Source: an optimization exercise on an open RTL-to-GDS flow (aim: small area, a short achievable clock period and few clock cycles per item). Production flows keep margins and buffers that such runs may drop. Only simulation tests tie the RTL to the original design; equivalence was not proved. Power is estimated from default activity; no workload was simulated.

==> flow/design.v <==
package mas_pkg;
  localparam int W = 256;
endpackage
module multiword_add_sequencer (
  input  logic         clk,
  input  logic         rst,
  input  logic         in_valid,
  output logic         in_ready,
  input  logic [255:0] a,
  input  logic [255:0] b,
  input  logic         cin,
  input  logic         sub,
  output logic         out_valid,
  input  logic         out_ready,
  output logic [255:0] sum,
  output logic         cout
);
  localparam int W  = 256;
  localparam int K  = 8;        
  localparam int NB = W / K;    
  localparam int LK = $clog2(K);
  localparam int LB = $clog2(NB);
  logic [W-1:0]  bx, g, p, s0_d;
  logic [NB-1:0] bg, bp;         
  logic [NB:0]   bc_d;           
  logic [NB-1:0] c0;             
  assign c0 = {{(NB-1){1'b0}}, sub | cin};
  assign bx = b ^ {W{sub}};
  assign g  = a & bx;
  assign p  = a ^ bx;
  always_comb begin
    logic [K-1:0] tg, tp;
    for (int j = 0; j < NB; j++) begin
      tg = g[j*K +: K];
      tp = p[j*K +: K];
      for (int l = 0; l < LK; l++)
        for (int i = 0; i < K; i++)
          if (i[l]) begin
            tg[i] = tg[i] | (tp[i] & tg[((i >> l) << l) - 1]);
            tp[i] = tp[i] & tp[((i >> l) << l) - 1];
          end
      s0_d[j*K] = p[j*K] ^ c0[j];
      for (int i = 1; i < K; i++) s0_d[j*K+i] = p[j*K+i] ^ (tg[i-1] | (tp[i-1] & c0[j]));
      bg[j] = tg[K-1] | (tp[K-1] & c0[j]);
      bp[j] = tp[K-1];
    end
  end
  always_comb begin
    logic [NB-1:0] tg, tp;
    tg = bg;
    tp = bp;
    for (int l = 0; l < LB; l++)
      for (int i = 0; i < NB; i++)
        if (i[l]) begin
          tg[i] = tg[i] | (tp[i] & tg[((i >> l) << l) - 1]);
          tp[i] = tp[i] & tp[((i >> l) << l) - 1];
        end
    bc_d[0] = 1'b0;
    for (int j = 1; j <= NB; j++) bc_d[j] = tg[j-1];
  end
  logic [W-1:0]  s0_q;
  logic [NB:1]   bc_q;
  logic          valid_q;
  assign in_ready = ~valid_q | out_ready;
  always_ff @(posedge clk or posedge rst) begin
    if (rst)           valid_q <= 1'b0;
    else if (in_ready) valid_q <= in_valid;
  end
  always_ff @(posedge clk) begin
    if (in_ready) begin
      s0_q <= s0_d;
      bc_q <= bc_d[NB:1];
    end
  end
  always_comb begin
    logic [K-1:0] m;
    for (int i = 0; i < K; i++) sum[i] = s0_q[i];
    for (int j = 1; j < NB; j++) begin
      m = s0_q[j*K +: K];
      for (int l = 0; l < LK; l++)
        for (int i = 0; i < K; i++)
          if (i[l]) m[i] = m[i] & m[((i >> l) << l) - 1];
      sum[j*K] = s0_q[j*K] ^ bc_q[j];
      for (int i = 1; i < K; i++) sum[j*K+i] = s0_q[j*K+i] ^ (bc_q[j] & m[i-1]);
    end
  end
  assign cout      = bc_q[NB];
  assign out_valid = valid_q;
endmodule
==> flow/flow/run.sh <==
#!/bin/bash
# The standard layout (standard.sh) with two changes:
#  - every port is buffered by the smallest buffer cell instead of the one
#    buffer_ports picks by default;
#  - after the standard synthesis, polfix.py re-chooses the polarity of the
#    full-adder groups so that fewer inverters are needed (combinational
#    cells only; registers untouched), then the layout continues from it.
set -euo pipefail
export BUFFER_PORTS_ARGS="-buffer_cell sky130_fd_sc_hd__buf_1"
R=$PWD/orfs/results/sky130hd/multiword_add_sequencer/base
bash standard.sh "$R/1_2_yosys.v" > synth.log 2>&1
cp "$R/1_2_yosys.v" "$R/1_2_yosys.standard.v"
python3 flow/polfix.py "$R/1_2_yosys.standard.v" "$R/1_2_yosys.v" > polfix.log 2>&1
bash standard.sh > layout.log 2>&1
==> flow/flow/polfix.py <==
#!/usr/bin/env python3
"""Re-choose inverter polarity around full adders in a flat Yosys netlist.

A full adder satisfies fa(~A, ~B, ~CIN) = (~SUM, ~COUT). Synthesis sometimes
extracts adder chains in inverted polarity, which costs an inverter on most
adder inputs and outputs. This script looks through every inverter to the
signal it inverts, picks for each group of connected full adders the polarity
that needs the fewest inverters (an xor2/xnor2 driver may also swap to its
twin), and then rebuilds the inverters: one inverter per signal whose
complement is still needed. Registers and all other cells are kept as they
are.

usage: polfix.py IN.v OUT.v
"""
import re
import sys

PFX = "sky130_fd_sc_hd__"
OUTPINS = {"X", "Y", "Q", "Q_N", "SUM", "COUT", "HI", "LO"}
FA_IN = ("A", "B", "CIN")
FA_OUT = ("SUM", "COUT")


def parse(path):
    text = open(path).read()
    m = re.search(r"\n(\s*" + PFX + r")", text)
    head = text[: m.start() + 1]
    body = text[m.start() + 1:]
    tail_i = body.rindex("endmodule")
    tail = body[tail_i:]
    body = body[:tail_i]
    cells = {}
    order = []
    for cm in re.finditer(r"(" + PFX + r"\w+)\s+(\S+)\s*\((.*?)\);", body, re.S):
        pins = [(p, n.strip()) for p, n in re.findall(r"\.(\w+)\(([^()]*)\)", cm.group(3))]
        cells[cm.group(2)] = [cm.group(1), dict(pins), [p for p, _ in pins]]
        order.append(cm.group(2))
    rest = re.sub(r"(" + PFX + r"\w+)\s+(\S+)\s*\((.*?)\);", "", body, flags=re.S)
    if rest.strip():
        raise SystemExit("polfix: unexpected netlist content: %r" % rest.strip()[:200])
    return head, cells, order, tail


def output_ports(head):
    outs = set()
    for m in re.finditer(r"^\s*output\s+(\[(\d+):(\d+)\]\s+)?(\w+);", head, re.M):
        if m.group(1):
            hi, lo = int(m.group(2)), int(m.group(3))
            for i in range(min(hi, lo), max(hi, lo) + 1):
                outs.add("%s[%d]" % (m.group(4), i))
        else:
            outs.add(m.group(4))
    return outs


def esc(net):
    # an escaped identifier ends at white space
    return net + " " if net.startswith("\\") else net


def main():
    head, C, order, tail = parse(sys.argv[1])
    outports = output_ports(head)

    def is_inv(t):
        return re.match(PFX + r"(clk)?inv_\d+$", t) is not None

    drv = {}
    for n, (t, pins, _) in C.items():
        for p, net in pins.items():
            if p in OUTPINS:
                drv[net] = (n, p)

    def root(net):
        par = 0
        seen = 0
        while True:
            d = drv.get(net)
            if d is None or not is_inv(C[d[0]][0]):
                return net, par
            net = C[d[0]][1]["A"]
            par ^= 1
            seen += 1
            if seen > 100:
                raise SystemExit("polfix: inverter loop")

    # requirements: (cell, pin) -> (source net, parity), for every input pin of a
    # non-inverter cell; ports driven by an inverter keep a driver of their own
    reqs = []
    for n, (t, pins, _) in C.items():
        if is_inv(t):
            continue
        for p, net in pins.items():
            if p in OUTPINS:
                continue
            s, par = root(net)
            reqs.append((n, p, s, par))
    port_reqs = []
    for net in sorted(outports):
        d = drv.get(net)
        if d and is_inv(C[d[0]][0]):
            s, par = root(net)
            port_reqs.append((net, s, par))

    # adder groups
    fas = [n for n, c in C.items() if c[0].startswith(PFX + "fa_")]
    parent = {f: f for f in fas}

    def find(x):
        while parent[x] != x:
            parent[x] = parent[parent[x]]
            x = parent[x]
        return x

    src_fa = {}  # source net -> adder driving it
    for f in fas:
        for p in FA_OUT:
            src_fa[C[f][1][p]] = f
    for (n, p, s, par) in reqs:
        if n in parent and p in FA_IN and s in src_fa:
            a, b = find(n), find(src_fa[s])
            if a != b:
                parent[a] = b
    groups = {}
    for f in fas:
        groups.setdefault(find(f), []).append(f)
    # a group whose output is a port (or feeds a port directly) may not flip
    locked = set()
    for f in fas:
        for p in FA_OUT:
            if C[f][1][p] in outports:
                locked.add(find(f))

    flip = {g: 0 for g in groups}
    def is_xor(n):
        return re.match(PFX + r"x(n)?or2_\d+$", C[n][0]) is not None

    def toggle(n):
        # xor2 drives X, xnor2 drives Y
        t = C[n][0]
        to_xor = "xnor2_" in t
        C[n][0] = t.replace("xnor2_", "xor2_") if to_xor else t.replace("xor2_", "xnor2_")
        op, np_ = ("Y", "X") if to_xor else ("X", "Y")
        C[n][1][np_] = C[n][1].pop(op)
        C[n][2] = [np_ if q == op else q for q in C[n][2]]

    swappable = {net for net, (n, p) in drv.items() if is_xor(n) and net not in outports}

    by_src = {}
    for r in reqs:
        by_src.setdefault(r[2], []).append(r)
    for (net, s, par) in port_reqs:
        by_src.setdefault(s, [])

    def phys(s):
        f = src_fa.get(s)
        return flip[find(f)] if f is not None else 0

    def need(r):
        n, p, s, par = r
        if n in parent and p in FA_IN and flip[find(n)]:
            return par ^ 1
        return par

    def src_cost(s):
        # an xor/xnor input takes either polarity: the gate absorbs it
        pols = {need(r) ^ phys(s) for r in by_src.get(s, []) if not is_xor(r[0])}
        if s in swappable and len(pols) == 1:
            return 0
        return 1 if 1 in pols else 0

    def group_srcs(g):
        ss = set()
        for f in groups[g]:
            for p in FA_IN:
                ss.add(root(C[f][1][p])[0])
            for p in FA_OUT:
                ss.add(C[f][1][p])
        return ss

    gsrcs = {g: group_srcs(g) for g in groups}
    base = sum(src_cost(s) for s in by_src)
    improved = True
    passes = 0
    while improved and passes < 10:
        improved = False
        passes += 1
        for g in groups:
            if g in locked:
                continue
            before = sum(src_cost(s) for s in gsrcs[g])
            flip[g] ^= 1
            after = sum(src_cost(s) for s in gsrcs[g])
            if after < before:
                improved = True
            else:
                flip[g] ^= 1
    final = sum(src_cost(s) for s in by_src)

    # rebuild
    old_inv = sum(1 for c in C.values() if is_inv(c[0]))
    for n in [n for n, c in C.items() if is_inv(c[0])]:
        del C[n]
        order.remove(n)
    k = [0]
    compl = {}

    def complement(s):
        if s not in compl:
            k[0] += 1
            o = "_polfix_n%d_" % k[0]
            name = "_polfix_c%d_" % k[0]
            C[name] = [PFX + "inv_1", {"A": s, "Y": o}, ["A", "Y"]]
            order.append(name)
            compl[s] = o
        return compl[s]

    # xor/xnor inputs: connect the signal as it is and let the gate absorb
    # any inversion (toggling xor2 <-> xnor2 keeps its output unchanged)
    xor_reqs = {}
    for r in reqs:
        if is_xor(r[0]):
            xor_reqs.setdefault(r[0], []).append(r)
    for n, rs in xor_reqs.items():
        parity = 0
        for r in rs:
            parity ^= need(r) ^ phys(r[2])
            C[n][1][r[1]] = r[2]
        if parity:
            toggle(n)
    swapped = set()
    for s, rs in by_src.items():
        rs = [r for r in rs if not is_xor(r[0])]
        ph = phys(s)
        pols = {need(r) ^ ph for r in rs}
        if s in swappable and pols == {1}:
            toggle(drv[s][0])
            swapped.add(s)
            ph ^= 1
        for r in rs:
            n, p, _, _ = r
            C[n][1][p] = s if (need(r) ^ ph) == 0 else complement(s)
    for (net, s, par) in port_reqs:
        k[0] += 1
        name = "_polfix_c%d_" % k[0]
        ph = phys(s) ^ (1 if s in swapped else 0)
        if par ^ ph:
            C[name] = [PFX + "inv_1", {"A": s, "Y": net}, ["A", "Y"]]
        else:
            C[name] = [PFX + "buf_1", {"A": s, "X": net}, ["A", "X"]]
        order.append(name)
    new_inv = sum(1 for c in C.values() if is_inv(c[0]))
    sys.stderr.write("polfix: %d adders in %d groups, %d flipped; inverters %d -> %d "
                     "(cost %d -> %d)\n" % (len(fas), len(groups), sum(flip.values()),
                                            old_inv, new_inv, base, final))

    used = set()
    for (t, pins, _) in C.values():
        used.update(pins.values())
    extra = sorted(x for x in used if x.startswith("_polfix_n"))
    out = [head.rstrip("\n") + "\n"]
    for x in extra:
        out.append("  wire %s;\n" % x)
    for n in order:
        t, pins, po = C[n]
        ps = [p for p in po if p in pins] + [p for p in pins if p not in po]
        out.append("  %s %s (\n%s\n  );\n" % (t, n, ",\n".join("    .%s(%s)" % (p, esc(pins[p])) for p in ps)))
    out.append(tail)
    open(sys.argv[2], "w").write("".join(out))


if __name__ == "__main__":
    main()
==> flow/standard.sh <==
#!/bin/bash
# synth_recipe.tcl (not shown) runs the flow's synth.tcl, then flattens the netlist and writes it again
# the make line also repeats each setting of config.mk as NAME=value (left out here)
make -C /OpenROAD-flow-scripts/flow DESIGN_CONFIG=/design/flow/config.mk WORK_HOME=/design/flow/orfs CLKGATE_MAP_FILE= SYNTH_SCRIPT=/design/flow/synth_recipe.tcl "${@:-finish}"
==> flow/config.mk <==
export PLATFORM = sky130hd
export DESIGN_NAME = multiword_add_sequencer
export DESIGN_NICKNAME = multiword_add_sequencer
export VERILOG_FILES = /design/flow/design.v
export SDC_FILE = /design/flow/constraint.sdc
export NUM_CORES = 4
export LEC_CHECK = 0
export ABC_AREA = 1
export CAP_MARGIN = 20
export CORE_MARGIN = 2
export CORE_UTILIZATION = 40
export CTS_BUF_LIST = sky130_fd_sc_hd__clkbuf_8
export CTS_CLUSTER_DIAMETER = 100
export CTS_CLUSTER_SIZE = 12
export PLACE_DENSITY = 0.8
export SETUP_SLACK_MARGIN = 2.8
export SLEW_MARGIN = 20
==> flow/constraint.sdc <==
create_clock -name core_clock -period 6.5 [get_ports {clk}]
set_input_delay 1.3000 -clock core_clock [delete_from_list [all_inputs] [get_ports {clk}]]
set_output_delay 1.3000 -clock core_clock [all_outputs]
set_load 0.01 [all_outputs]
==> impl_metrics.env, run 1 <==
export IMPL_r2r_end="s0_q[208]"
export IMPL_ant_nets=0
export IMPL_r2r_slack_ns=4.25
export IMPL_grt_overflow_total=0
export IMPL_drt_total_wl_um=77380
export IMPL_final_cell_area_um2=29520
export IMPL_initial_core_util_pct=40.25
export IMPL_power_frac_seq_pct=41.2
export IMPL_grt_pass1_wl_um=111100
export IMPL_worstMarginPinSlew_ns=1.123
export IMPL_grt_max_degree=155
export IMPL_period_needed_ns=3.608
export IMPL_period_share_pct=55.50
export IMPL_grt_usage_pct=22.73
export IMPL_cts_path_max_buffers=3
export IMPL_cts_tree="done"
export IMPL_final_layout_size_suffix_gt1_share_pct=4.684
export IMPL_h_tree_depth=1
export IMPL_slew_violations=0
export IMPL_drcViolationCount=0
export IMPL_die_area_um2=63760
export IMPL_cts_made_buffers=29
export IMPL_syn_cell_area_um2=24700
export IMPL_viasPerCell=4.966
export IMPL_top_level_ports=777
export IMPL_syn_inst=2478
export IMPL_vias=20320
export IMPL_power_switching_uw=2815
export IMPL_hold_viol_final=0
export IMPL_fin_ws_ns=2.892
export IMPL_power_density_nw_per_um2=238.9
export IMPL_skew_ns=0.04335
export IMPL_place_ws_ns=1.279
export IMPL_timing_critical_path_from="bc_q[28]"
export IMPL_die_x_um=252.5
export IMPL_cts_root_buf="clkbuf_8"
export IMPL_relSlewSlack_pct=25.16
export IMPL_cts_sinks=289
export IMPL_cp_start_kind="flop"
export IMPL_place_congestion=0.9564
export IMPL_max_freq_mhz=277.2
export IMPL_drv_cap=0
export IMPL_cp_end_kind="primary output"
export IMPL_clock_latency_ns=0.66
export IMPL_hp_class="input port to async pin"
export IMPL_grt_pass1_vias=20090
export IMPL_dieHeight_um=252.5
export IMPL_combPwrFrac_pct=42.3
export IMPL_placed_area_um2=28600
export IMPL_setup_viol_count_final=0
export IMPL_postSynthAreaPerCell_um2=9.968
export IMPL_yosys_warnings=1
export IMPL_arrival_ns=2.31
export IMPL_drt_iter0_markers=1107
export IMPL_status="finished clean"
export IMPL_firstDrtPassIters=6
export IMPL_tns_ns=0
export IMPL_worstPathMaxFanout=3
export IMPL_postCtsHoldBufs=0
export IMPL_crit_type="flop to primary output"
export IMPL_row_count=91
export IMPL_dp_hpwl_um=63460
export IMPL_io_buffers=776
export IMPL_syn_nets=3377
export IMPL_cts_clk_slew_worst_paths_ns=0.10
export IMPL_power_internal_uw=4238
export IMPL_grt_antenna_before_repair=19
export IMPL_wl_per_cell_um=18.92
export IMPL_vdd_drop_max_v=0.0001357
export IMPL_switching_share_pct=39.91
export IMPL_final_nets=4176
export IMPL_clockPowerShare_pct=16.6
export IMPL_reg2regPathDepth=2
export IMPL_coreArea_um2=61370
export IMPL_rsz0062_at_grt="false"
export IMPL_required_ns=5.20
export IMPL_area_growth_pct=19.51
export IMPL_leakage_uw=0.01277
export IMPL_r2r_start="valid_q"
[metrics by stage]
stage          util, %  cells  hold WS (ns)  total power (uW)
4_1_cts          47.64   4066        0.3598              7034
5_1_grt          48.09   4089        0.4154              7481
3_5_place_dp     46.61   4018         1.034              5844
6_report         48.10   4091        0.4242              7053
3_3_place_gp     46.61   4018         1.041              5750
2_1_floorplan        -   2478         1.029              4737
[cell usage in the layout, fill, tap and decap left out, drive strengths merged, types with 12 or more instances in the layout]
cell    instances
nand3          74
or2            12
a21oi         129
nor2          205
nand4          47
xnor2         155
xor2          418
nand2         313
ha            287
and2           32
buf           796
clkbuf         39
o21ai          26
a21o           30
edfxtp        288
nor3           12
diode          13
inv           287
fa             94
[critical path: stages (launching register included)]
cell,delay [ns]
edfxtp_1,0.39
nand4_1,0.19
nor2_4,0.29
and2_4,0.22
nand2_1,0.08
nor2_1,0.13
xor2_1,0.19
buf_2,0.17
[registers in the layout, indices dropped and copies added, names as in the netlist]
register  cells
s0_q        256
bc_q         32
valid_q       1
[power groups by stage]
stage / combinational [uW] / sequential [uW] / clock, uW
2_1_floorplan: 1870 / 2870 / 0
3_5_place_dp: 2900 / 2940 / 0
3_3_place_gp: 2830 / 2920 / 0
5_1_grt: 3290 / 2950 / 1240
4_1_cts: 2940 / 2900 / 1190
6_report: 2980 / 2900 / 1170
[layout make-up]
type / instances / area [um2]
Sequential cell: 289 / 8673
Clock buffer: 30 / 412.9
Inverter: 276 / 1036
Tap cell: 790 / 988.4
Timing Repair Buffer: 806 / 3307
Antenna cell: 13 / 32.53
Multi-Input combinational cell: 1875 / 14990
Clock inverter: 12 / 83.83
Fill cell: 5660 / 31850
[per-layer routing]
| layer | part of all wire [%] | up-vias | global-route usage (%) |
|---|---|---|---|
| met5 | 0.071 | - | 0 |
| met4 | 4.9 | 8 | 10.74 |
| met3 | 7.7 | 196 | 5.046 |
| met2 | 50 | 769 | 40.40 |
| met1 | 38 | 9579 | 25.83 |
| li1 | - | 9764 | - |
[how the worst max path moves through the flow]
stage | to | slack, ns
finish | sum[231] | 2.89
global route | sum[103] | 2.73
CTS | sum[181] | 2.81
detailed placement | bc_q[32] | 1.28
global placement | bc_q[32] | 1.36
floorplan | in_ready | 2.69
[repair_timing]
action / in CTS / in global routing
setup endpoints to repair: 67 / 38
pin swaps: 3 / 5
setup buffers: 4 / 9
endpoints found under the hold margin: 0 / 0
cloned: 2 / 3
resized for setup: 13 / 38
Testbench counts, summed over its fixed seeds: cycles 1,608, items 1,600.
==> inputs of run 2 (changes only) <==
==> flow/flow/run.sh (replaced) <==
#!/bin/bash
# The standard layout (standard.sh) with three changes:
#  - synthesis maps the logic with the ABC script in flow/abc.script (in
#    place of ORFS's abc_area.script; the rest of the synthesis is ORFS's);
#  - after synthesis, polfix.py re-chooses the polarity of the full-adder
#    groups so that fewer inverters are needed (combinational cells only;
#    registers untouched);
#  - every port is buffered by the smallest buffer cell instead of the one
#    buffer_ports picks by default.
set -euo pipefail
export BUFFER_PORTS_ARGS="-buffer_cell sky130_fd_sc_hd__buf_1"
R=$PWD/orfs/results/sky130hd/multiword_add_sequencer/base
rm -rf "$PWD/scripts"
cp -r "$FLOW_HOME/scripts" "$PWD/scripts"
cp flow/abc.script "$PWD/scripts/abc_area.script"
SCRIPTS_DIR="$PWD/scripts" bash standard.sh "$R/1_2_yosys.v" > synth.log 2>&1
cp "$R/1_2_yosys.v" "$R/1_2_yosys.abc.v"
python3 flow/polfix.py "$R/1_2_yosys.abc.v" "$R/1_2_yosys.v" > polfix.log 2>&1
bash standard.sh > layout.log 2>&1
==> flow/flow/abc.script (new file) <==
strash
dch
map
topo
stime -c
buffer -c
upsize -c
dnsize -c
==> impl_metrics.env, run 2 <==
export IMPL_max_freq_mhz=276.1
export IMPL_syn_cell_area_um2=24680
export IMPL_drt_iter0_markers=1261
export IMPL_whs_ns=0.4301
export IMPL_cp_end_kind="flop"
export IMPL_vias=21150
export IMPL_wl_per_cell_um=19.04
export IMPL_cts_made_buffers=29
export IMPL_vdd_drop_max_v=0.0001383
export IMPL_final_layout_size_suffix_gt1_share_pct=4.987
export IMPL_final_cell_mix="761 x buf_1, 362 x nor2_1, 359 x xor2_1, 339 x inv_1, 288 x edfxtp_1"
export IMPL_reg2regPathDepth=2
export IMPL_top_level_ports=777
export IMPL_leakage_uw=0.01318
export IMPL_ant_nets=0
export IMPL_final_nets=4253
export IMPL_cts_tree="done"
export IMPL_place_inst=4091
export IMPL_cp_slowest_cell="nor4_4"
export IMPL_reg_largest_list="s0_q: 256 flops, bc_q: 32 flops, valid_q: 1 flops"
export IMPL_rsz0062_at_grt="true"
export IMPL_coreArea_um2=61370
export IMPL_viasPerCell=5.078
export IMPL_cts_sinks=289
export IMPL_drcViolationCount=0
export IMPL_postSynthAreaPerCell_um2=9.673
export IMPL_die_area_um2=63720
export IMPL_cts_path_max_buffers=3
export IMPL_clock_latency_ns=0.66
export IMPL_drt_total_wl_um=79300
export IMPL_status="finished clean"
export IMPL_drv_cap=0
export IMPL_path_cells="clkbuf_16 > buf_16 > buf_6 > xor2_1 > ha_1 > nand2_1 > nor4_4 > nand3_2 > nor3_4 > nand2_2 > nor3_4 > nand4_1 > o21bai_1"
export IMPL_cp_slowest_stage_delay_ns=0.42
export IMPL_grt_antenna_before_repair=6
export IMPL_h_tree_depth=1
export IMPL_crit_top_cell="nor3_4"
export IMPL_grt_pass1_vias=20670
export IMPL_tns_ns=0
export IMPL_skew_ns=0.01817
export IMPL_place_congestion=0.9601
export IMPL_timing_critical_path_from="sub"
export IMPL_r2r_start="valid_q"
export IMPL_grt_overflow_total=0
export IMPL_firstDrtPassIters=5
export IMPL_grt_pass1_wl_um=113300
export IMPL_grt_usage_pct=23.15
export IMPL_power_density_nw_per_um2=237.3
export IMPL_syn_nets=3451
export IMPL_slew_violations=0
export IMPL_io_buffers=776
export IMPL_area_growth_pct=20.56
export IMPL_initial_core_util_pct=40.22
export IMPL_yosys_warnings=1
export IMPL_period_needed_ns=3.622
export IMPL_syn_inst=2552
export IMPL_row_count=91
export IMPL_grt_max_degree=148
export IMPL_final_cells=4165
export IMPL_setup_viol_count_final=0
export IMPL_relSlewSlack_pct=32.51
export IMPL_required_ns=7.01
export IMPL_hold_viol_final=0
export IMPL_worstPathMaxFanout=14
export IMPL_largest_register_ffs=256
export IMPL_crit_type="input port to flop"
export IMPL_top_register="s0_q"
export IMPL_die_x_um=252.4
export IMPL_cts_root_buf="clkbuf_8"
export IMPL_period_share_pct=55.73
export IMPL_cp_start_kind="input port"
export IMPL_dieHeight_um=252.4
export IMPL_dp_hpwl_um=64950
export IMPL_worstMarginPinSlew_ns=1.012
export IMPL_cts_clk_slew_worst_paths_ns=0.09
export IMPL_final_common_cell="buf_1"
export IMPL_arrival_ns=4.13
export IMPL_hp_class="input port to async pin"
[run 2: worst max-delay path: cells and delay by family]
family / cells / cell delay, ns
simple gates: 7 / 1.59
xor+xnor: 1 / 0.17
fa+ha+maj: 1 / 0.33
buf+inv: 3 / 0.54
compound gates: 1 / 0.14
[run 2: path summary, 6_finish.rpt]
| path | slack (ns) | end |
|---|---|---|
| setup / recovery | 2.88 | bc_q[31] |
| hold / removal | 0.43 | valid_q |
| setup reg to reg | 4.25 | s0_q[241] |
| hold reg to reg | 1.16 | valid_q |
| max in group asynchronous | 5.98 | valid_q |
| min in group core_clock | 0.81 | valid_q |
[run 2: final cells by class]
class,count,area [um2]
fill,5653,31610
inverter,326,1224
clock inverter,17,82.58
sequential,289,8673
tap,790,988.4
multi-input combinational,1900,14970
antenna,6,15.01
timing repair buffer,808,3405
clock buffer,29,399.1
[run 2: what timing repair did]
| item | in CTS | in global routing |
|---|---|---|
| gates resized for setup | 30 | 75 |
| setup buffers | 3 | 13 |
| setup endpoints to repair | 38 | 53 |
| hold buffers | 0 | 0 |
| pin swaps | 4 | 12 |
| hold endpoints to repair | 0 | 0 |
| cloned | 2 | 4 |
[run 2: power breakdown]
part	internal [uW]	leakage, uW	total [uW]	switching (uW)
Sequential	2620	0.00291	2860	238
Combinational	1160	0.00997	3060	1900
Clock	417	0.000292	1140	720
Total	4210	0.0132	7060	2850
[run 2: metal layers]
| metal | vias to the layer above | global-route usage, % | share of wire [%] | routed length (um) |
|---|---|---|---|---|
| met4 | 4 | 10.26 | 5.4 | 4293 |
| li1 | 10050 | - | - | - |
| met3 | 231 | 5.263 | 7.9 | 6266 |
| met1 | 9949 | 27.68 | 39 | 30900 |
| met2 | 921 | 39.73 | 48 | 37810 |
| met5 | - | 0 | 0.042 | 33 |
[run 2: through the flow]
| step | area [um2] | util (%) | setup WS, ns | total power, uW |
|---|---|---|---|---|
| 2_1_floorplan | 24820 | - | 2.632 | 4708 |
| 3_3_place_gp | 28590 | 46.59 | 1.579 | 5729 |
| 3_5_place_dp | 28590 | 46.59 | 1.469 | 5828 |
| 4_1_cts | 29270 | 47.69 | 2.802 | 7026 |
| 5_1_grt | 29750 | 48.48 | 2.752 | 7515 |
| 6_report | 29760 | 48.49 | 2.878 | 7061 |
==> inputs of run 3 (changes only) <==
--- a/flow/design.v
+++ b/flow/design.v
@@ -25,4 +25,2 @@
   logic [NB:0]   bc_d;           
-  logic [NB-1:0] c0;             
-  assign c0 = {{(NB-1){1'b0}}, sub | cin};
   assign bx = b ^ {W{sub}};
@@ -35,2 +33,3 @@
       tp = p[j*K +: K];
+      if (j == 0) tg[0] = tg[0] | (tp[0] & (sub | cin));
       for (int l = 0; l < LK; l++)
@@ -41,5 +40,5 @@
           end
-      s0_d[j*K] = p[j*K] ^ c0[j];
-      for (int i = 1; i < K; i++) s0_d[j*K+i] = p[j*K+i] ^ (tg[i-1] | (tp[i-1] & c0[j]));
-      bg[j] = tg[K-1] | (tp[K-1] & c0[j]);
+      s0_d[j*K] = p[j*K] ^ ((j == 0) ? (sub | cin) : 1'b0);
+      for (int i = 1; i < K; i++) s0_d[j*K+i] = p[j*K+i] ^ tg[i-1];
+      bg[j] = tg[K-1];
       bp[j] = tp[K-1];
==> flow/flow/abc.script (replaced) <==
strash
&get -n
&st
&syn2
&put
dch
map -B 0.9
topo
stime -c
buffer -c
upsize -c
dnsize -c
==> impl_metrics.env, run 3 <==
export IMPL_status="finished clean"
export IMPL_viasPerCell=4.991
export IMPL_syn_nets=3152
export IMPL_ant_nets=0
export IMPL_dp_hpwl_um=63740
export IMPL_hp_class="input port to async pin"
export IMPL_worstMarginPinSlew_ns=0.9966
export IMPL_final_common_cell="buf_1"
export IMPL_drcViolationCount=0
export IMPL_firstDrtPassIters=5
export IMPL_cts_tree="done"
export IMPL_place_congestion=1.028
export IMPL_critPathBufInv=5
export IMPL_cts_clk_slew_worst_paths_ns=0.11
export IMPL_skew_ns=0.01653
export IMPL_cp_slowest_stage_delay_ns=0.41
export IMPL_cp_slowest_cell="fa_2"
export IMPL_setup_viol_count_final=0
export IMPL_grt_pass1_wl_um=114900
export IMPL_slew_violations=0
export IMPL_grt_usage_pct=24.48
export IMPL_period_share_pct=60.40
export IMPL_cts_sinks=289
export IMPL_whs_ns=0.4659
export IMPL_clock_latency_ns=0.63
export IMPL_h_tree_depth=1
export IMPL_coreArea_um2=59020
export IMPL_cts_root_buf="clkbuf_8"
export IMPL_largest_register_ffs=256
export IMPL_period_needed_ns=3.926
export IMPL_final_cell_area_um2=30350
export IMPL_vias=19630
export IMPL_tns_ns=0
export IMPL_max_freq_mhz=254.7
export IMPL_path_cells="clkbuf_16 > buf_12 > buf_16 > buf_16 > xor2_1 > ha_2 > fa_2 > a21oi_2 > o21bai_1 > inv_1 > o21ai_2 > a21o_1 > a21oi_2 > nand2b_4 > nand3_4 > a21oi_4 > nand2_8 > nand2_4 > nand2_4 > nand2_2 > nand2_2 > nand2_1 > nand2_1"
export IMPL_relSlewSlack_pct=32.95
export IMPL_rsz0062_at_grt="true"
export IMPL_die_x_um=248.5
export IMPL_postCtsHoldBufs=0
export IMPL_dieHeight_um=248.5
export IMPL_final_layout_size_suffix_gt1_share_pct=11.70
export IMPL_initial_core_util_pct=40.51
export IMPL_cts_path_max_buffers=3
export IMPL_grt_max_degree=140
export IMPL_cp_end_kind="flop"
export IMPL_hold_viol_final=0
export IMPL_power_density_nw_per_um2=235.3
export IMPL_grt_antenna_before_repair=14
export IMPL_final_cell_mix="766 x buf_1, 439 x xor2_1, 288 x edfxtp_1, 276 x ha_1, 262 x inv_1"
export IMPL_leakage_uw=0.01312
export IMPL_drt_iter0_markers=1128
export IMPL_reg_largest_list="s0_q: 256 flops, bc_q: 32 flops, valid_q: 1 flops"
export IMPL_io_buffers=776
export IMPL_wl_per_cell_um=20.24
export IMPL_top_level_ports=777
export IMPL_postSynthAreaPerCell_um2=10.62
export IMPL_worstPathMaxFanout=6
export IMPL_cts_made_buffers=28
export IMPL_power_uw=7140
export IMPL_row_count=89
export IMPL_final_nets=4041
export IMPL_syn_cell_area_um2=23910
export IMPL_area_growth_pct=26.93
export IMPL_drv_cap=0
export IMPL_yosys_warnings=1
export IMPL_required_ns=6.91
export IMPL_vdd_drop_max_v=0.0001497
export IMPL_syn_inst=2252
export IMPL_arrival_ns=4.33
export IMPL_grt_overflow_total=0
export IMPL_top_register="s0_q"
export IMPL_place_ws_ns=1.412
export IMPL_die_area_um2=61740
export IMPL_cp_top_family="compound AO/OA/AOI/OAI gates"
export IMPL_fin_ws_ns=2.574
export IMPL_grt_pass1_vias=19830
export IMPL_placed_area_um2=27840
export IMPL_drt_total_wl_um=79630
export IMPL_crit_type="input port to flop"
export IMPL_cp_start_kind="input port"
==> run 3: final timing paths <==
check	from	slack [ns]	cells after the start	endpoint
max	sub	2.57	23	bc_q[27]
min	rst	0.47	2	valid_q
max reg2reg	valid_q	4.20	2	s0_q[27]
min reg2reg	valid_q	1.09	2	valid_q
max in group asynchronous	rst	5.95	2	valid_q
min in group core_clock	in_valid	0.88	3	valid_q
==> run 3: through the flow <==
step                      utilization, %  cells
after floorplan                        -   2252
after global placement             47.17   3779
after detailed placement           47.17   3779
after CTS                          50.18   3893
after global routing               51.41   3932
final                              51.42   3934
==> run 3: report_power, final <==
group	switching (uW)	internal, uW
clock	689	408
combinational	1890	1260
sequential	266	2620
total	2850	4290
==> run 3: layer usage <==
layer  vias to the layer above  global-route usage, %  wire length [um]
met4                         8                  10.68              3748
met3                       198                  6.113              6436
met2                       851                  41.63             38710
met5                         -                      0                53
li1                       9255                      -                 -
met1                      9322                  29.29             30680
==> run 3: area by class of cell <==
type	count	area [um2]
diodes	8	20.02
repair buffers	896	4257
clock buffers	29	399.1
inverters	255	957.2
clock inverters	13	55.05
fillers	5275	28670
well taps	773	967.2
flip-flops and latches	289	8673
multi-input cells	1671	15020
==> run 3: timing repair <==
| action | CTS | global route |
|---|---|---|
| pin swaps | 43 | 50 |
| buffers inserted | 62 | 33 |
| gates cloned | 10 | 0 |
| gates resized for setup | 137 | 110 |
| endpoints found under the setup margin | 67 | 71 |
Testbench counts of run 3, summed over its fixed seeds: cycles 1,608, items 1,600.
==> inputs of run 4 (changes only) <==
--- a/flow/design.v
+++ b/flow/design.v
@@ -25,2 +25,4 @@
   logic [NB:0]   bc_d;           
+  logic [NB-1:0] c0;             
+  assign c0 = {{(NB-1){1'b0}}, sub | cin};
   assign bx = b ^ {W{sub}};
@@ -33,3 +35,2 @@
       tp = p[j*K +: K];
-      if (j == 0) tg[0] = tg[0] | (tp[0] & (sub | cin));
       for (int l = 0; l < LK; l++)
@@ -40,5 +41,5 @@
           end
-      s0_d[j*K] = p[j*K] ^ ((j == 0) ? (sub | cin) : 1'b0);
-      for (int i = 1; i < K; i++) s0_d[j*K+i] = p[j*K+i] ^ tg[i-1];
-      bg[j] = tg[K-1];
+      s0_d[j*K] = p[j*K] ^ c0[j];
+      for (int i = 1; i < K; i++) s0_d[j*K+i] = p[j*K+i] ^ (tg[i-1] | (tp[i-1] & c0[j]));
+      bg[j] = tg[K-1] | (tp[K-1] & c0[j]);
       bp[j] = tp[K-1];
--- a/flow/flow/run.sh
+++ b/flow/flow/run.sh
@@ -2,4 +2,6 @@
 # The standard layout (standard.sh) with three changes:
-#  - synthesis maps the logic with the ABC script in flow/abc.script (in
-#    place of ORFS's abc_area.script; the rest of the synthesis is ORFS's);
+#  - synthesis maps the logic after the result register (the cone of s0_q
+#    and bc_q) with the ABC script in flow/abc_post.script, on its own, and
+#    the rest with ORFS's abc_area.script (the rest of the synthesis is
+#    ORFS's, registers included);
 #  - after synthesis, polfix.py re-chooses the polarity of the full-adder
@@ -14,3 +16,15 @@
 cp -r "$FLOW_HOME/scripts" "$PWD/scripts"
-cp flow/abc.script "$PWD/scripts/abc_area.script"
+cp flow/abc_post.script "$PWD/scripts/abc_post.script"
+python3 - "$PWD/scripts/synth.tcl" <<'PY'
+import sys
+f = sys.argv[1]
+s = open(f).read()
+old = '  log_cmd abc {*}$abc_args\n'
+assert s.count(old) == 1
+s = s.replace(old, '''  set post_args [lreplace $abc_args 1 1 $::env(SCRIPTS_DIR)/abc_post.script]
+  log_cmd abc {*}$post_args w:s0_q w:bc_q %u %co* {t:$_*} %i
+  log_cmd abc {*}$abc_args {t:$_*}
+''')
+open(f, 'w').write(s)
+PY
 SCRIPTS_DIR="$PWD/scripts" bash standard.sh "$R/1_2_yosys.v" > synth.log 2>&1
==> flow/flow/abc_post.script (new file) <==
strash
balance
map -a
removed: flow/flow/abc.script
==> impl_metrics.env, run 4 <==
export IMPL_power_internal_uw=4222
export IMPL_reg2regPathDepth=2
export IMPL_setup_viol_count_final=0
export IMPL_vias=20930
export IMPL_r2r_slack_ns=4.42
export IMPL_rsz0062_at_grt="false"
export IMPL_die_x_um=255.0
export IMPL_largest_register_ffs=256
export IMPL_wl_per_cell_um=18.87
export IMPL_vdd_drop_max_v=0.0001551
export IMPL_required_ns=6.91
export IMPL_top_register="s0_q"
export IMPL_place_congestion=0.9811
export IMPL_cp_end_kind="flop"
export IMPL_status="finished clean"
export IMPL_crit_type="input port to flop"
export IMPL_final_cells=4212
export IMPL_worstPathMaxFanout=22
export IMPL_power_switching_uw=2961
export IMPL_coreArea_um2=62620
export IMPL_final_common_cell="buf_1"
export IMPL_grt_pass1_wl_um=112400
export IMPL_hp_class="input port to async pin"
export IMPL_clockPowerShare_pct=16.2
export IMPL_max_freq_mhz=280.8
export IMPL_grt_usage_pct=22.73
export IMPL_drt_total_wl_um=79490
export IMPL_syn_cell_area_um2=25200
export IMPL_drcViolationCount=0
export IMPL_io_buffers=776
export IMPL_cts_root_buf="clkbuf_8"
export IMPL_top_level_ports=777
export IMPL_worstMarginPinSlew_ns=0.7863
export IMPL_grt_antenna_before_repair=12
export IMPL_area_growth_pct=18.64
export IMPL_cts_setup_buffers=0
export IMPL_viasPerCell=4.968
export IMPL_dieHeight_um=255.0
export IMPL_die_area_um2=65020
export IMPL_power_frac_seq_pct=41.3
export IMPL_postSynthAreaPerCell_um2=9.882
export IMPL_final_layout_size_suffix_gt1_share_pct=4.139
export IMPL_tns_ns=0
export IMPL_fin_ws_ns=2.939
export IMPL_final_nets=4241
export IMPL_grt_overflow_total=0
export IMPL_grt_pass1_vias=20450
export IMPL_initial_core_util_pct=40.24
export IMPL_period_share_pct=54.79
export IMPL_skew_ns=0.02257
export IMPL_cts_made_buffers=30
export IMPL_row_count=92
export IMPL_grt_max_degree=125
export IMPL_cts_path_max_buffers=3
export IMPL_place_inst=4154
export IMPL_postCtsHoldBufs=0
export IMPL_switching_share_pct=41.22
export IMPL_cts_sinks=289
export IMPL_reg_largest_list="s0_q: 256 flops, bc_q: 32 flops, valid_q: 1 flops"
export IMPL_syn_nets=3449
export IMPL_hold_viol_final=0
export IMPL_clock_latency_ns=0.67
export IMPL_h_tree_depth=1
export IMPL_dp_hpwl_um=66150
export IMPL_final_cell_mix="775 x buf_1, 478 x xor2_1, 401 x nand2_1, 288 x edfxtp_1, 286 x ha_1"
export IMPL_cts_tree="done"
export IMPL_slew_violations=0
export IMPL_place_ws_ns=1.628
export IMPL_power_uw=7183
export IMPL_arrival_ns=3.98
export IMPL_power_density_nw_per_um2=240.3
export IMPL_leakage_uw=0.01286
export IMPL_drt_iter0_markers=1320
export IMPL_firstDrtPassIters=6
export IMPL_period_needed_ns=3.561
export IMPL_drv_cap=0
export IMPL_relSlewSlack_pct=47.20
export IMPL_cp_start_kind="input port"
export IMPL_cts_clk_slew_worst_paths_ns=0.08
export IMPL_combPwrFrac_pct=42.5
export IMPL_syn_inst=2550
export IMPL_ant_nets=0
export IMPL_yosys_warnings=1
run 4: cell type report:
type | instances | area (um2)
clock inverter | 18 | 95.09
clock buffer | 30 | 412.9
timing repair buffer | 798 | 3214
antenna | 8 | 20.02
multi-input combinational | 2001 | 15590
inverter | 222 | 833.3
tap | 846 | 1059
fill | 5748 | 32730
sequential | 289 | 8673
run 4: per-stage QoR:
step / area (um2) / utilization [%] / hold WS (ns)
after floorplan: 25320 / - / 1.029
after global placement: 29260 / 46.73 / 1.100
after detailed placement: 29260 / 46.73 / 1.110
after CTS: 29790 / 47.57 / 0.3519
after global routing: 29890 / 47.73 / 0.4068
final: 29890 / 47.74 / 0.4213
run 4: path summary, 6_finish.rpt:
kind,startpoint,end
worst max-delay path,sub,bc_q[25]
worst min-delay path,rst,valid_q
worst max register to register,valid_q,s0_q[232]
worst min register to register,valid_q,s0_q[103]
max in group asynchronous,rst,valid_q
min in group core_clock,in_valid,valid_q
run 4: repair_timing:
item | CTS | global route
endpoints found under the hold margin | 0 | 0
endpoints found under the setup margin | 26 | 16
cloned | 0 | 2
resized for setup | 2 | 10
run 4: power groups by stage:
| stage | logic, uW | registers (uW) | clock network, uW |
|---|---|---|---|
| 6_report | 3060 | 2970 | 1160 |
| 5_1_grt | 3380 | 3010 | 1260 |
| 4_1_cts | 3030 | 2960 | 1210 |
| 3_5_place_dp | 3010 | 3000 | 0 |
| 3_3_place_gp | 2930 | 2980 | 0 |
| 2_1_floorplan | 1940 | 2900 | 0 |
run 4: critical path, cell delays in order:
cell and delay [ns]:
clkbuf_16 0.22, buf_16 0.23, buf_12 0.19, xor2_1 0.17
ha_1 0.19, fa_1 0.36, inv_1 0.11, o21ai_1 0.17
nand2_1 0.10, nand3_1 0.11, a21oi_1 0.16, nand2_1 0.10
a21oi_2 0.18, nand2_4 0.18, nand2_1 0.11, nand2_1 0.06
run 4: metal layers:
metal  vias to the layer above  track usage (%)  routed length [um]
met1                      9698            24.73               28970
met5                         -                0                  77
li1                      10050                -                   -
met2                       926            39.77               38370
met3                       238            6.407                7094
met4                        12            12.83                4973
Testbench counts of run 4, summed over its fixed seeds: cycles 1,608, items 1,600.

static timing again, ports no longer ideal:
The results above use ideal ports. As a check the final layouts listed here were re-extracted and re-timed, cells and wires unchanged. Step 1, drivers: a clkbuf_16 drives clk and a buf_2 each remaining input, both assumed. Step 2 adds t to the input delays and takes it off the output delays; t is the mean of the earliest and latest rising clock arrival at the registers after step 1. Input paths then give back, and output paths get back, about the clock's delay inside the block. Slacks: ideal ports / drivers / drivers and shift; pairs: ideal ports / drivers.
run	t (ns)	setup slack, ns	clock arrival spread, ns	worst slew at a driven data input, ns
run 1	0.685	2.892 / 2.843 / 2.199	0.044 / 0.044	0.17
run 2	0.708	2.878 / 2.854 / 2.146	0.026 / 0.027	0.17
run 3	0.674	2.574 / 2.491 / 1.817	0.025 / 0.024	0.22
run 4	0.730	2.939 / 2.804 / 2.074	0.039 / 0.040	0.19
After both steps setup and hold are still met in every run listed. For run 4, which loses most, drivers alone change the setup slack by -0.135 ns; drivers and shift together by -0.865 ns.
